What follows belongs to an exercise in optimizing a design on an open flow for small area, a short achievable clock period and few clock cycles per item; a production flow would make more cautious choices. In this exercise RTL edits were held to simulation tests only and were not proved equivalent to the original.

==> inputs of run A <==
Design exec_top, start of the top module:
module exec_top (
    input  logic        clk_i,
    input  logic        reset_i,
    input  logic        issue_valid_i,
    input  logic [3:0]  issue_tag_i,
    input  logic [1:0]  issue_fu_i,
    input  logic [2:0]  issue_op_i,
    input  logic [31:0] issue_vj_i,
    input  logic [31:0] issue_vk_i,
    output logic        issue_ready_o,
    output logic        cdb_valid_o,
    output logic [3:0]  cdb_tag_o,
    output logic [31:0] cdb_value_o,
    output logic        cdb_taken_o
);
clock: 5.5 ns
lec_check: 0
cap_margin: 20
core_margin: 2
core_utilization: 40
setup_slack_margin: 1.0
slew_margin: 20
run.sh (not shown) runs the stock make flow with config.mk's settings and CLKGATE_MAP_FILE= SYNTH_SCRIPT=/design/flow/synth_recipe.tcl, a recipe that flattens the netlist after the stock synthesis.
==> run X: changes against run A <==
--- a/flow/design.v
+++ b/flow/design.v
@@ -82,16 +82,17 @@
     output logic        free_o,    
     output logic        valid_o,
     output logic [3:0]  tag_o,
     output logic [31:0] value_o
 );
     logic        busy_q;
     logic        done_q;
     logic [1:0]  cnt_q;
+    logic [1:0]  last_q;    
     logic [31:0] mcand_q;
     logic [31:0] mplr_q;    
     logic [3:0]  one_q;     
     logic [3:0]  two_q;
     logic [3:0]  neg_q;
     logic [33:0] acc_q;     
     logic [3:0]  tag_q;
     logic        hi_q;
@@ -102,63 +103,80 @@
             logic [2:0] d;
             d      = bits[2*j +: 3];
             neg[j] = d[2] & ~(d[1] & d[0]);
             one[j] = d[1] ^ d[0];
             two[j] = (d[2] & ~d[1] & ~d[0]) | (~d[2] & d[1] & d[0]);
         end
     endfunction
     logic [3:0] one_ld, two_ld, neg_ld, one_nx, two_nx, neg_nx;
+    function automatic logic [1:0] steps(input logic [31:0] x);
+        if (x[31:7] == '0 || x[31:7] == '1)        steps = 2'd0;
+        else if (x[31:15] == '0 || x[31:15] == '1) steps = 2'd1;
+        else if (x[31:23] == '0 || x[31:23] == '1) steps = 2'd2;
+        else                                       steps = 2'd3;
+    endfunction
+    logic [1:0]  sa, sb;
+    logic        swap;
+    logic [31:0] mcand_ld, mplr_ld;
+    assign sa       = steps(a_i);
+    assign sb       = steps(b_i);
+    assign swap     = (sa < sb);
+    assign mcand_ld = swap ? b_i : a_i;
+    assign mplr_ld  = swap ? a_i : b_i;
     always_comb begin
-        booth({b_i[7:0], 1'b0}, one_ld, two_ld, neg_ld);
+        booth({mplr_ld[7:0], 1'b0}, one_ld, two_ld, neg_ld);
         booth(mplr_q[15:7], one_nx, two_nx, neg_nx);
     end
+    localparam logic [41:0] KOFF = 42'd426 << 33;
     logic [41:0] row [6];
     logic [41:0] a1, b1, a2, b2, a3, b3, a4, b4;
     logic [42:0] total;
     always_comb begin
         for (int j = 0; j < 4; j++) begin
             logic [33:0] pp;
             pp  = ({34{one_q[j]}} & {{2{mcand_q[31]}}, mcand_q}) |
                   ({34{two_q[j]}} & {mcand_q[31], mcand_q, 1'b0});
             pp  = pp ^ {34{neg_q[j]}};
-            row[j] = {{8{pp[33]}}, pp} << (2*j);
+            row[j] = 42'({~pp[33], pp[32:0]}) << (2*j);
         end
+        row[0] = row[0] | KOFF;
         row[1][0] = neg_q[0];
         row[2][2] = neg_q[1];
         row[3][4] = neg_q[2];
-        row[4] = {{8{acc_q[33]}}, acc_q};
+        row[4] = 42'({~acc_q[33], acc_q[32:0]});
         row[5] = 42'(neg_q[3]) << 6;
         {a1, b1} = exec_pkg::csa(row[0], row[1], row[4]);
         {a2, b2} = exec_pkg::csa(row[2], row[3], row[5]);
         {a3, b3} = exec_pkg::csa(a1, b1, a2);
         {a4, b4} = exec_pkg::csa(a3, b3, b2);
         total = exec_pkg::add(a4, b4, 1'b0, 42);
         sum   = total[41:0];
     end
     always_ff @(posedge clk_i or posedge reset_i) begin
         if (reset_i) begin
             busy_q <= 1'b0;
             done_q <= 1'b0;
         end else if (start_i) begin
             busy_q <= 1'b1;
             done_q <= 1'b0;
         end else if (busy_q) begin
-            if (cnt_q == 2'd3) begin
+            if (cnt_q == last_q) begin
                 busy_q <= 1'b0;
                 done_q <= 1'b1;
             end
         end else if (grant_i) begin
             done_q <= 1'b0;
         end
     end
     always_ff @(posedge clk_i) begin
         if (start_i) begin
-            mcand_q <= a_i;
-            mplr_q  <= b_i;
+            mcand_q <= mcand_ld;
+            mplr_q  <= mplr_ld;
+            last_q  <= swap ? sa : sb;
             one_q   <= one_ld;
             two_q   <= two_ld;
             neg_q   <= neg_ld;
             acc_q   <= '0;
             cnt_q   <= '0;
             tag_q   <= tag_i;
             hi_q    <= hi_i;
         end else if (busy_q) begin
@@ -168,17 +186,21 @@
             two_q  <= two_nx;
             neg_q  <= neg_nx;
             cnt_q  <= cnt_q + 2'd1;
         end
     end
     assign free_o  = ~busy_q & (~done_q | grant_i);
     assign valid_o = done_q;
     assign tag_o   = tag_q;
-    assign value_o = hi_q ? acc_q[31:0] : mplr_q;
+    logic [95:0] prod_w;
+    logic [63:0] prod;
+    assign prod_w  = {{30{acc_q[33]}}, acc_q, mplr_q};
+    assign prod    = 64'(prod_w >> {(2'd3 - last_q), 3'b000});
+    assign value_o = hi_q ? prod[63:32] : prod[31:0];
 endmodule
 `default_nettype wire
 `default_nettype none
 module nrd_div (
     input  logic        clk_i,
     input  logic        reset_i,
     input  logic        start_i,   
     input  logic [31:0] a_i,
@@ -186,24 +208,23 @@
     input  logic [3:0]  tag_i,
     input  logic        rem_i,     
     input  logic        grant_i,
     output logic        free_o,    
     output logic        valid_o,
     output logic [3:0]  tag_o,
     output logic [31:0] value_o
 );
-    typedef enum logic [2:0] {S_IDLE, S_NORM, S_ITER, S_FIX, S_DONE} state_e;
+    typedef enum logic [1:0] {S_IDLE, S_NORM, S_ITER, S_DONE} state_e;
     state_e      state_q;
     logic [3:0]  cnt_q;     
     logic [31:0] rem_q;     
     logic [32:0] dvs_q;     
     logic [31:0] quo_q;     
-    logic        na_q;      
-    logic        qneg_q;    
+    logic        neg_q;     
     logic        remop_q;
     logic [3:0]  tag_q;
     function automatic logic [5:0] msb_pos(input logic [31:0] x);
         logic [4:0]  p;
         logic [31:0] v;
         v = x;
         p[4] = |v[31:16]; v[15:0] = p[4] ? v[31:16] : v[15:0];
         p[3] = |v[15:8];  v[7:0]  = p[3] ? v[15:8]  : v[7:0];
@@ -243,73 +264,72 @@
     always_comb begin
         case ({q1, q2})
             2'b11:   r2 = t2p[31:0];
             2'b10:   r2 = t1[31:0];
             2'b01:   r2 = t2n[31:0];
             default: r2 = rem_q;
         endcase
     end
-    logic [31:0] fix_val;
-    logic        fix_neg;
-    assign fix_val = remop_q ? rem_q : quo_q;
-    assign fix_neg = remop_q ? na_q : qneg_q;
     always_ff @(posedge clk_i or posedge reset_i) begin
         if (reset_i) begin
             state_q <= S_IDLE;
         end else begin
             case (state_q)
                 S_IDLE:  if (start_i) state_q <= S_NORM;
                 S_NORM:  state_q <= (bz | qzero) ? S_DONE : S_ITER;
-                S_ITER:  if (cnt_q == 4'd0) state_q <= fix_neg ? S_FIX : S_DONE;
-                S_FIX:   state_q <= S_DONE;
+                S_ITER:  if (cnt_q == 4'd0) state_q <= S_DONE;
                 S_DONE:  if (start_i) state_q <= S_NORM;
                          else if (grant_i) state_q <= S_IDLE;
                 default: state_q <= S_IDLE;
             endcase
         end
     end
     always_ff @(posedge clk_i) begin
         case (state_q)
             S_NORM: begin
                 quo_q <= bz ? '1 : '0;
-                if (bz | qzero) rem_q <= quo_q;  
+                if (bz | qzero) begin
+                    rem_q <= quo_q;  
+                    neg_q <= 1'b0;
+                end
                 dvs_q <= dvs_q << s;
                 cnt_q <= 4'(d[4:1]);
             end
             S_ITER: begin
                 rem_q <= r2;
                 dvs_q <= dvs_q >> 2;
                 quo_q <= {quo_q[29:0], q1, q2};
                 cnt_q <= cnt_q - 4'd1;
             end
-            S_FIX: begin
-                quo_q <= -fix_val;
-                rem_q <= -fix_val;
-            end
             default: ;
         endcase
         if (start_i) begin
             rem_q   <= a_i[31] ? -a_i : a_i;
             quo_q   <= a_i;
             dvs_q   <= {1'b0, b_i[31] ? -b_i : b_i};
-            na_q    <= a_i[31];
-            qneg_q  <= a_i[31] ^ b_i[31];
+            neg_q   <= rem_i ? a_i[31] : a_i[31] ^ b_i[31];
             remop_q <= rem_i;
             tag_q   <= tag_i;
         end
     end
     assign free_o  = (state_q == S_IDLE) | ((state_q == S_DONE) & grant_i);
     assign valid_o = (state_q == S_DONE);
     assign tag_o   = tag_q;
-    assign value_o = remop_q ? rem_q : quo_q;
+    logic [31:0] val;
+    logic [42:0] out_sum;
+    assign val     = remop_q ? rem_q : quo_q;
+    assign out_sum = exec_pkg::add({10'b0, val ^ {32{neg_q}}}, 42'b0, neg_q, 32);
+    assign value_o = out_sum[31:0];
 endmodule
 `default_nettype wire
 `default_nettype none
 module cdb_arbiter (
+    input  logic        clk_i,
+    input  logic        reset_i,
     input  logic        alu_valid_i,
     input  logic [3:0]  alu_tag_i,
     input  logic [31:0] alu_value_i,
     input  logic        alu_taken_i,
     input  logic        mul_valid_i,
     input  logic [3:0]  mul_tag_i,
     input  logic [31:0] mul_value_i,
     input  logic        div_valid_i,
@@ -319,20 +339,25 @@
     output logic        div_grant_o,
     output logic        cdb_valid_o,
     output logic [3:0]  cdb_tag_o,
     output logic [31:0] cdb_value_o,
     output logic        cdb_taken_o
 );
     assign mul_grant_o = ~alu_valid_i & mul_valid_i;
     assign div_grant_o = ~alu_valid_i & ~mul_valid_i & div_valid_i;
-    assign cdb_valid_o = alu_valid_i | mul_valid_i | div_valid_i;
-    assign cdb_tag_o   = alu_valid_i ? alu_tag_i   : mul_valid_i ? mul_tag_i   : div_tag_i;
-    assign cdb_value_o = alu_valid_i ? alu_value_i : mul_valid_i ? mul_value_i : div_value_i;
-    assign cdb_taken_o = alu_valid_i & alu_taken_i;
+    always_ff @(posedge clk_i or posedge reset_i) begin
+        if (reset_i) cdb_valid_o <= 1'b0;
+        else         cdb_valid_o <= alu_valid_i | mul_valid_i | div_valid_i;
+    end
+    always_ff @(posedge clk_i) begin
+        cdb_tag_o   <= alu_valid_i ? alu_tag_i   : mul_valid_i ? mul_tag_i   : div_tag_i;
+        cdb_value_o <= alu_valid_i ? alu_value_i : mul_valid_i ? mul_value_i : div_value_i;
+        cdb_taken_o <= alu_valid_i & alu_taken_i;
+    end
 endmodule
 `default_nettype wire
 `default_nettype none
 module exec_core (
     input  logic        clk_i,
     input  logic        reset_i,
     input  logic        issue_valid_i,
     input  logic [3:0]  issue_tag_i,
@@ -347,39 +372,28 @@
     output logic        cdb_taken_o
 );
     logic        is_alu, is_mul, is_div;
     logic        mul_free, div_free;
     logic        mul_valid, div_valid;
     logic        mul_grant, div_grant;
     logic [3:0]  mul_tag, div_tag;
     logic [31:0] mul_value, div_value;
-    logic        alu_v_q;
-    logic [3:0]  alu_tag_q;
-    logic [31:0] alu_value_q;
-    logic        alu_taken_q;
     logic [31:0] alu_value;
     logic        alu_taken;
+    logic        alu_now;    
     assign is_alu = ~issue_fu_i[1];
     assign is_mul = issue_fu_i[1] & ~issue_fu_i[0];
     assign is_div = issue_fu_i[1] & issue_fu_i[0];
     assign issue_ready_o = is_alu | (is_mul & mul_free) | (is_div & div_free);
     alu_unit alu_inst (
         .op_i(issue_op_i), .a_i(issue_vj_i), .b_i(issue_vk_i),
         .value_o(alu_value), .taken_o(alu_taken)
     );
-    always_ff @(posedge clk_i or posedge reset_i) begin
-        if (reset_i) alu_v_q <= 1'b0;
-        else         alu_v_q <= issue_valid_i & is_alu;
-    end
-    always_ff @(posedge clk_i) begin
-        alu_tag_q   <= issue_tag_i;
-        alu_value_q <= alu_value;
-        alu_taken_q <= alu_taken;
-    end
+    assign alu_now = issue_valid_i & is_alu;
     booth_mult mul_inst (
         .clk_i(clk_i), .reset_i(reset_i),
         .start_i(issue_valid_i & is_mul & mul_free),
         .a_i(issue_vj_i), .b_i(issue_vk_i), .tag_i(issue_tag_i),
         .hi_i(issue_op_i == 3'd1),
         .grant_i(mul_grant), .free_o(mul_free),
         .valid_o(mul_valid), .tag_o(mul_tag), .value_o(mul_value)
     );
@@ -387,18 +401,19 @@
         .clk_i(clk_i), .reset_i(reset_i),
         .start_i(issue_valid_i & is_div & div_free),
         .a_i(issue_vj_i), .b_i(issue_vk_i), .tag_i(issue_tag_i),
         .rem_i(issue_op_i == 3'd1),
         .grant_i(div_grant), .free_o(div_free),
         .valid_o(div_valid), .tag_o(div_tag), .value_o(div_value)
     );
     cdb_arbiter arb_inst (
-        .alu_valid_i(alu_v_q), .alu_tag_i(alu_tag_q), .alu_value_i(alu_value_q),
-        .alu_taken_i(alu_taken_q),
+        .clk_i(clk_i), .reset_i(reset_i),
+        .alu_valid_i(alu_now), .alu_tag_i(issue_tag_i), .alu_value_i(alu_value),
+        .alu_taken_i(alu_taken),
         .mul_valid_i(mul_valid), .mul_tag_i(mul_tag), .mul_value_i(mul_value),
         .div_valid_i(div_valid), .div_tag_i(div_tag), .div_value_i(div_value),
         .mul_grant_o(mul_grant), .div_grant_o(div_grant),
         .cdb_valid_o(cdb_valid_o), .cdb_tag_o(cdb_tag_o), .cdb_value_o(cdb_value_o),
         .cdb_taken_o(cdb_taken_o)
     );
 endmodule
 `default_nettype wire
==> flow/config.mk (replaced) <==
export PLATFORM = sky130hd
export DESIGN_NAME = exec_top
export DESIGN_NICKNAME = exec_top
export VERILOG_FILES = /design/flow/design.v
export SDC_FILE = /design/flow/constraint.sdc
export NUM_CORES = 4
export LEC_CHECK = 0
export ABC_AREA = 1
export CAP_MARGIN = 20
export CORE_MARGIN = 2
export CORE_UTILIZATION = 40
export SETUP_SLACK_MARGIN = 1.0
export SLEW_MARGIN = 20
==> run G: changes against run A <==
--- a/flow/design.v
+++ b/flow/design.v
@@ -82,16 +82,17 @@
     output logic        free_o,    
     output logic        valid_o,
     output logic [3:0]  tag_o,
     output logic [31:0] value_o
 );
     logic        busy_q;
     logic        done_q;
     logic [1:0]  cnt_q;
+    logic [1:0]  last_q;    
     logic [31:0] mcand_q;
     logic [31:0] mplr_q;    
     logic [3:0]  one_q;     
     logic [3:0]  two_q;
     logic [3:0]  neg_q;
     logic [33:0] acc_q;     
     logic [3:0]  tag_q;
     logic        hi_q;
@@ -102,18 +103,32 @@
             logic [2:0] d;
             d      = bits[2*j +: 3];
             neg[j] = d[2] & ~(d[1] & d[0]);
             one[j] = d[1] ^ d[0];
             two[j] = (d[2] & ~d[1] & ~d[0]) | (~d[2] & d[1] & d[0]);
         end
     endfunction
     logic [3:0] one_ld, two_ld, neg_ld, one_nx, two_nx, neg_nx;
+    function automatic logic [1:0] steps(input logic [31:0] x);
+        if (x[31:7] == '0 || x[31:7] == '1)        steps = 2'd0;
+        else if (x[31:15] == '0 || x[31:15] == '1) steps = 2'd1;
+        else if (x[31:23] == '0 || x[31:23] == '1) steps = 2'd2;
+        else                                       steps = 2'd3;
+    endfunction
+    logic [1:0]  sa, sb;
+    logic        swap;
+    logic [31:0] mcand_ld, mplr_ld;
+    assign sa       = steps(a_i);
+    assign sb       = steps(b_i);
+    assign swap     = (sa < sb);
+    assign mcand_ld = swap ? b_i : a_i;
+    assign mplr_ld  = swap ? a_i : b_i;
     always_comb begin
-        booth({b_i[7:0], 1'b0}, one_ld, two_ld, neg_ld);
+        booth({mplr_ld[7:0], 1'b0}, one_ld, two_ld, neg_ld);
         booth(mplr_q[15:7], one_nx, two_nx, neg_nx);
     end
     logic [41:0] row [6];
     logic [41:0] a1, b1, a2, b2, a3, b3, a4, b4;
     logic [42:0] total;
     always_comb begin
         for (int j = 0; j < 4; j++) begin
             logic [33:0] pp;
@@ -137,28 +152,29 @@
     always_ff @(posedge clk_i or posedge reset_i) begin
         if (reset_i) begin
             busy_q <= 1'b0;
             done_q <= 1'b0;
         end else if (start_i) begin
             busy_q <= 1'b1;
             done_q <= 1'b0;
         end else if (busy_q) begin
-            if (cnt_q == 2'd3) begin
+            if (cnt_q == last_q) begin
                 busy_q <= 1'b0;
                 done_q <= 1'b1;
             end
         end else if (grant_i) begin
             done_q <= 1'b0;
         end
     end
     always_ff @(posedge clk_i) begin
         if (start_i) begin
-            mcand_q <= a_i;
-            mplr_q  <= b_i;
+            mcand_q <= mcand_ld;
+            mplr_q  <= mplr_ld;
+            last_q  <= swap ? sa : sb;
             one_q   <= one_ld;
             two_q   <= two_ld;
             neg_q   <= neg_ld;
             acc_q   <= '0;
             cnt_q   <= '0;
             tag_q   <= tag_i;
             hi_q    <= hi_i;
         end else if (busy_q) begin
@@ -168,17 +184,21 @@
             two_q  <= two_nx;
             neg_q  <= neg_nx;
             cnt_q  <= cnt_q + 2'd1;
         end
     end
     assign free_o  = ~busy_q & (~done_q | grant_i);
     assign valid_o = done_q;
     assign tag_o   = tag_q;
-    assign value_o = hi_q ? acc_q[31:0] : mplr_q;
+    logic [95:0] prod_w;
+    logic [63:0] prod;
+    assign prod_w  = {{30{acc_q[33]}}, acc_q, mplr_q};
+    assign prod    = 64'(prod_w >> {(2'd3 - last_q), 3'b000});
+    assign value_o = hi_q ? prod[63:32] : prod[31:0];
 endmodule
 `default_nettype wire
 `default_nettype none
 module nrd_div (
     input  logic        clk_i,
     input  logic        reset_i,
     input  logic        start_i,   
     input  logic [31:0] a_i,
@@ -186,24 +206,23 @@
     input  logic [3:0]  tag_i,
     input  logic        rem_i,     
     input  logic        grant_i,
     output logic        free_o,    
     output logic        valid_o,
     output logic [3:0]  tag_o,
     output logic [31:0] value_o
 );
-    typedef enum logic [2:0] {S_IDLE, S_NORM, S_ITER, S_FIX, S_DONE} state_e;
+    typedef enum logic [1:0] {S_IDLE, S_NORM, S_ITER, S_DONE} state_e;
     state_e      state_q;
     logic [3:0]  cnt_q;     
     logic [31:0] rem_q;     
     logic [32:0] dvs_q;     
     logic [31:0] quo_q;     
-    logic        na_q;      
-    logic        qneg_q;    
+    logic        neg_q;     
     logic        remop_q;
     logic [3:0]  tag_q;
     function automatic logic [5:0] msb_pos(input logic [31:0] x);
         logic [4:0]  p;
         logic [31:0] v;
         v = x;
         p[4] = |v[31:16]; v[15:0] = p[4] ? v[31:16] : v[15:0];
         p[3] = |v[15:8];  v[7:0]  = p[3] ? v[15:8]  : v[7:0];
@@ -243,73 +262,72 @@
     always_comb begin
         case ({q1, q2})
             2'b11:   r2 = t2p[31:0];
             2'b10:   r2 = t1[31:0];
             2'b01:   r2 = t2n[31:0];
             default: r2 = rem_q;
         endcase
     end
-    logic [31:0] fix_val;
-    logic        fix_neg;
-    assign fix_val = remop_q ? rem_q : quo_q;
-    assign fix_neg = remop_q ? na_q : qneg_q;
     always_ff @(posedge clk_i or posedge reset_i) begin
         if (reset_i) begin
             state_q <= S_IDLE;
         end else begin
             case (state_q)
                 S_IDLE:  if (start_i) state_q <= S_NORM;
                 S_NORM:  state_q <= (bz | qzero) ? S_DONE : S_ITER;
-                S_ITER:  if (cnt_q == 4'd0) state_q <= fix_neg ? S_FIX : S_DONE;
-                S_FIX:   state_q <= S_DONE;
+                S_ITER:  if (cnt_q == 4'd0) state_q <= S_DONE;
                 S_DONE:  if (start_i) state_q <= S_NORM;
                          else if (grant_i) state_q <= S_IDLE;
                 default: state_q <= S_IDLE;
             endcase
         end
     end
     always_ff @(posedge clk_i) begin
         case (state_q)
             S_NORM: begin
                 quo_q <= bz ? '1 : '0;
-                if (bz | qzero) rem_q <= quo_q;  
+                if (bz | qzero) begin
+                    rem_q <= quo_q;  
+                    neg_q <= 1'b0;
+                end
                 dvs_q <= dvs_q << s;
                 cnt_q <= 4'(d[4:1]);
             end
             S_ITER: begin
                 rem_q <= r2;
                 dvs_q <= dvs_q >> 2;
                 quo_q <= {quo_q[29:0], q1, q2};
                 cnt_q <= cnt_q - 4'd1;
             end
-            S_FIX: begin
-                quo_q <= -fix_val;
-                rem_q <= -fix_val;
-            end
             default: ;
         endcase
         if (start_i) begin
             rem_q   <= a_i[31] ? -a_i : a_i;
             quo_q   <= a_i;
             dvs_q   <= {1'b0, b_i[31] ? -b_i : b_i};
-            na_q    <= a_i[31];
-            qneg_q  <= a_i[31] ^ b_i[31];
+            neg_q   <= rem_i ? a_i[31] : a_i[31] ^ b_i[31];
             remop_q <= rem_i;
             tag_q   <= tag_i;
         end
     end
     assign free_o  = (state_q == S_IDLE) | ((state_q == S_DONE) & grant_i);
     assign valid_o = (state_q == S_DONE);
     assign tag_o   = tag_q;
-    assign value_o = remop_q ? rem_q : quo_q;
+    logic [31:0] val;
+    logic [42:0] out_sum;
+    assign val     = remop_q ? rem_q : quo_q;
+    assign out_sum = exec_pkg::add({10'b0, val ^ {32{neg_q}}}, 42'b0, neg_q, 32);
+    assign value_o = out_sum[31:0];
 endmodule
 `default_nettype wire
 `default_nettype none
 module cdb_arbiter (
+    input  logic        clk_i,
+    input  logic        reset_i,
     input  logic        alu_valid_i,
     input  logic [3:0]  alu_tag_i,
     input  logic [31:0] alu_value_i,
     input  logic        alu_taken_i,
     input  logic        mul_valid_i,
     input  logic [3:0]  mul_tag_i,
     input  logic [31:0] mul_value_i,
     input  logic        div_valid_i,
@@ -319,20 +337,25 @@
     output logic        div_grant_o,
     output logic        cdb_valid_o,
     output logic [3:0]  cdb_tag_o,
     output logic [31:0] cdb_value_o,
     output logic        cdb_taken_o
 );
     assign mul_grant_o = ~alu_valid_i & mul_valid_i;
     assign div_grant_o = ~alu_valid_i & ~mul_valid_i & div_valid_i;
-    assign cdb_valid_o = alu_valid_i | mul_valid_i | div_valid_i;
-    assign cdb_tag_o   = alu_valid_i ? alu_tag_i   : mul_valid_i ? mul_tag_i   : div_tag_i;
-    assign cdb_value_o = alu_valid_i ? alu_value_i : mul_valid_i ? mul_value_i : div_value_i;
-    assign cdb_taken_o = alu_valid_i & alu_taken_i;
+    always_ff @(posedge clk_i or posedge reset_i) begin
+        if (reset_i) cdb_valid_o <= 1'b0;
+        else         cdb_valid_o <= alu_valid_i | mul_valid_i | div_valid_i;
+    end
+    always_ff @(posedge clk_i) begin
+        cdb_tag_o   <= alu_valid_i ? alu_tag_i   : mul_valid_i ? mul_tag_i   : div_tag_i;
+        cdb_value_o <= alu_valid_i ? alu_value_i : mul_valid_i ? mul_value_i : div_value_i;
+        cdb_taken_o <= alu_valid_i & alu_taken_i;
+    end
 endmodule
 `default_nettype wire
 `default_nettype none
 module exec_core (
     input  logic        clk_i,
     input  logic        reset_i,
     input  logic        issue_valid_i,
     input  logic [3:0]  issue_tag_i,
@@ -347,39 +370,28 @@
     output logic        cdb_taken_o
 );
     logic        is_alu, is_mul, is_div;
     logic        mul_free, div_free;
     logic        mul_valid, div_valid;
     logic        mul_grant, div_grant;
     logic [3:0]  mul_tag, div_tag;
     logic [31:0] mul_value, div_value;
-    logic        alu_v_q;
-    logic [3:0]  alu_tag_q;
-    logic [31:0] alu_value_q;
-    logic        alu_taken_q;
     logic [31:0] alu_value;
     logic        alu_taken;
+    logic        alu_now;    
     assign is_alu = ~issue_fu_i[1];
     assign is_mul = issue_fu_i[1] & ~issue_fu_i[0];
     assign is_div = issue_fu_i[1] & issue_fu_i[0];
     assign issue_ready_o = is_alu | (is_mul & mul_free) | (is_div & div_free);
     alu_unit alu_inst (
         .op_i(issue_op_i), .a_i(issue_vj_i), .b_i(issue_vk_i),
         .value_o(alu_value), .taken_o(alu_taken)
     );
-    always_ff @(posedge clk_i or posedge reset_i) begin
-        if (reset_i) alu_v_q <= 1'b0;
-        else         alu_v_q <= issue_valid_i & is_alu;
-    end
-    always_ff @(posedge clk_i) begin
-        alu_tag_q   <= issue_tag_i;
-        alu_value_q <= alu_value;
-        alu_taken_q <= alu_taken;
-    end
+    assign alu_now = issue_valid_i & is_alu;
     booth_mult mul_inst (
         .clk_i(clk_i), .reset_i(reset_i),
         .start_i(issue_valid_i & is_mul & mul_free),
         .a_i(issue_vj_i), .b_i(issue_vk_i), .tag_i(issue_tag_i),
         .hi_i(issue_op_i == 3'd1),
         .grant_i(mul_grant), .free_o(mul_free),
         .valid_o(mul_valid), .tag_o(mul_tag), .value_o(mul_value)
     );
@@ -387,18 +399,19 @@
         .clk_i(clk_i), .reset_i(reset_i),
         .start_i(issue_valid_i & is_div & div_free),
         .a_i(issue_vj_i), .b_i(issue_vk_i), .tag_i(issue_tag_i),
         .rem_i(issue_op_i == 3'd1),
         .grant_i(div_grant), .free_o(div_free),
         .valid_o(div_valid), .tag_o(div_tag), .value_o(div_value)
     );
     cdb_arbiter arb_inst (
-        .alu_valid_i(alu_v_q), .alu_tag_i(alu_tag_q), .alu_value_i(alu_value_q),
-        .alu_taken_i(alu_taken_q),
+        .clk_i(clk_i), .reset_i(reset_i),
+        .alu_valid_i(alu_now), .alu_tag_i(issue_tag_i), .alu_value_i(alu_value),
+        .alu_taken_i(alu_taken),
         .mul_valid_i(mul_valid), .mul_tag_i(mul_tag), .mul_value_i(mul_value),
         .div_valid_i(div_valid), .div_tag_i(div_tag), .div_value_i(div_value),
         .mul_grant_o(mul_grant), .div_grant_o(div_grant),
         .cdb_valid_o(cdb_valid_o), .cdb_tag_o(cdb_tag_o), .cdb_value_o(cdb_value_o),
         .cdb_taken_o(cdb_taken_o)
     );
 endmodule
 `default_nettype wire
==> summary of the runs <==
- Synthesized area, highest first: run G, run X, run A.
- Synthesized cell count: run X > run G > run A.
- Global-route usage: run A < run G < run X.
- Against run A, the hold slack of run X is lower by 0.013 ns.
- The lowest maximum frequency belongs to run G, the highest to run X.
==> figures <==
metric	run G	run A	run X
Met2 layer wire length in the routed design	54,400 um	52,200 um	60,300 um
Final period demand of the worst path	5.31 ns	5.10 ns	4.95 ns
First-pass GRT wire length	184,000 um	170,000 um	196,000 um
Synth Area per Inst	8.72 sq um	8.86 sq um	7.20 sq um
CP peak stage delay	0.60 ns	0.56 ns	0.57 ns
Via count	30,400	27,900	32,600
Critical-path top delay cell	sky130_fd_sc_hd__fa_2	sky130_fd_sc_hd__fa_1	sky130_fd_sc_hd__fa_2
Met3 routed WL	14,000 um	9980 um	12,100 um
Iteration-0 DRC Markers	3,435	3,014	3,903
Logic depth of the worst path, buffers included	21	19	25
Outcome	timing/DRC/antenna clean	timing/DRC/antenna clean	timing/DRC/antenna clean
Testbench counts of run A, summed over its fixed seeds: cycles 4,991, items 3,200.
Testbench counts of run X, summed over its fixed seeds: cycles 4,437, items 3,200.
Testbench counts of run G, summed over its fixed seeds: cycles 4,437, items 3,200.

==> afterwards: timing with drivers on the ports <==
Ports are ideal in the flow. The routed layouts listed here were re-timed in OpenROAD.
Step 1 (the two cells are an assumption about what drives the block):
set clk [get_ports {clk_i}]
set_driving_cell -lib_cell sky130_fd_sc_hd__clkbuf_16 $clk
set_driving_cell -lib_cell sky130_fd_sc_hd__buf_2 [delete_from_list [all_inputs] $clk]
Step 2 also shifts input and output timing later by t, the mid clock arrival at the registers, as if the neighbouring blocks saw the same clock.
Three values: ideal ports, drivers, drivers and shift; two values: the first two.
run | t (ns) | setup slack, ns | worst setup path at the end | clock arrival spread, ns | worst data-port slew with drivers (ns)
run A | 0.632 | 0.397 / 0.397 / 0.397 | register to register | 0.045 / 0.044 | 0.05
run X | 0.625 | 0.546 / 0.546 / 0.546 | register to register | 0.045 / 0.045 | 0.06
run G | 0.632 | 0.188 / 0.188 / 0.188 | register to register | 0.034 / 0.034 | 0.14
After both steps setup and hold are still met in every run listed.
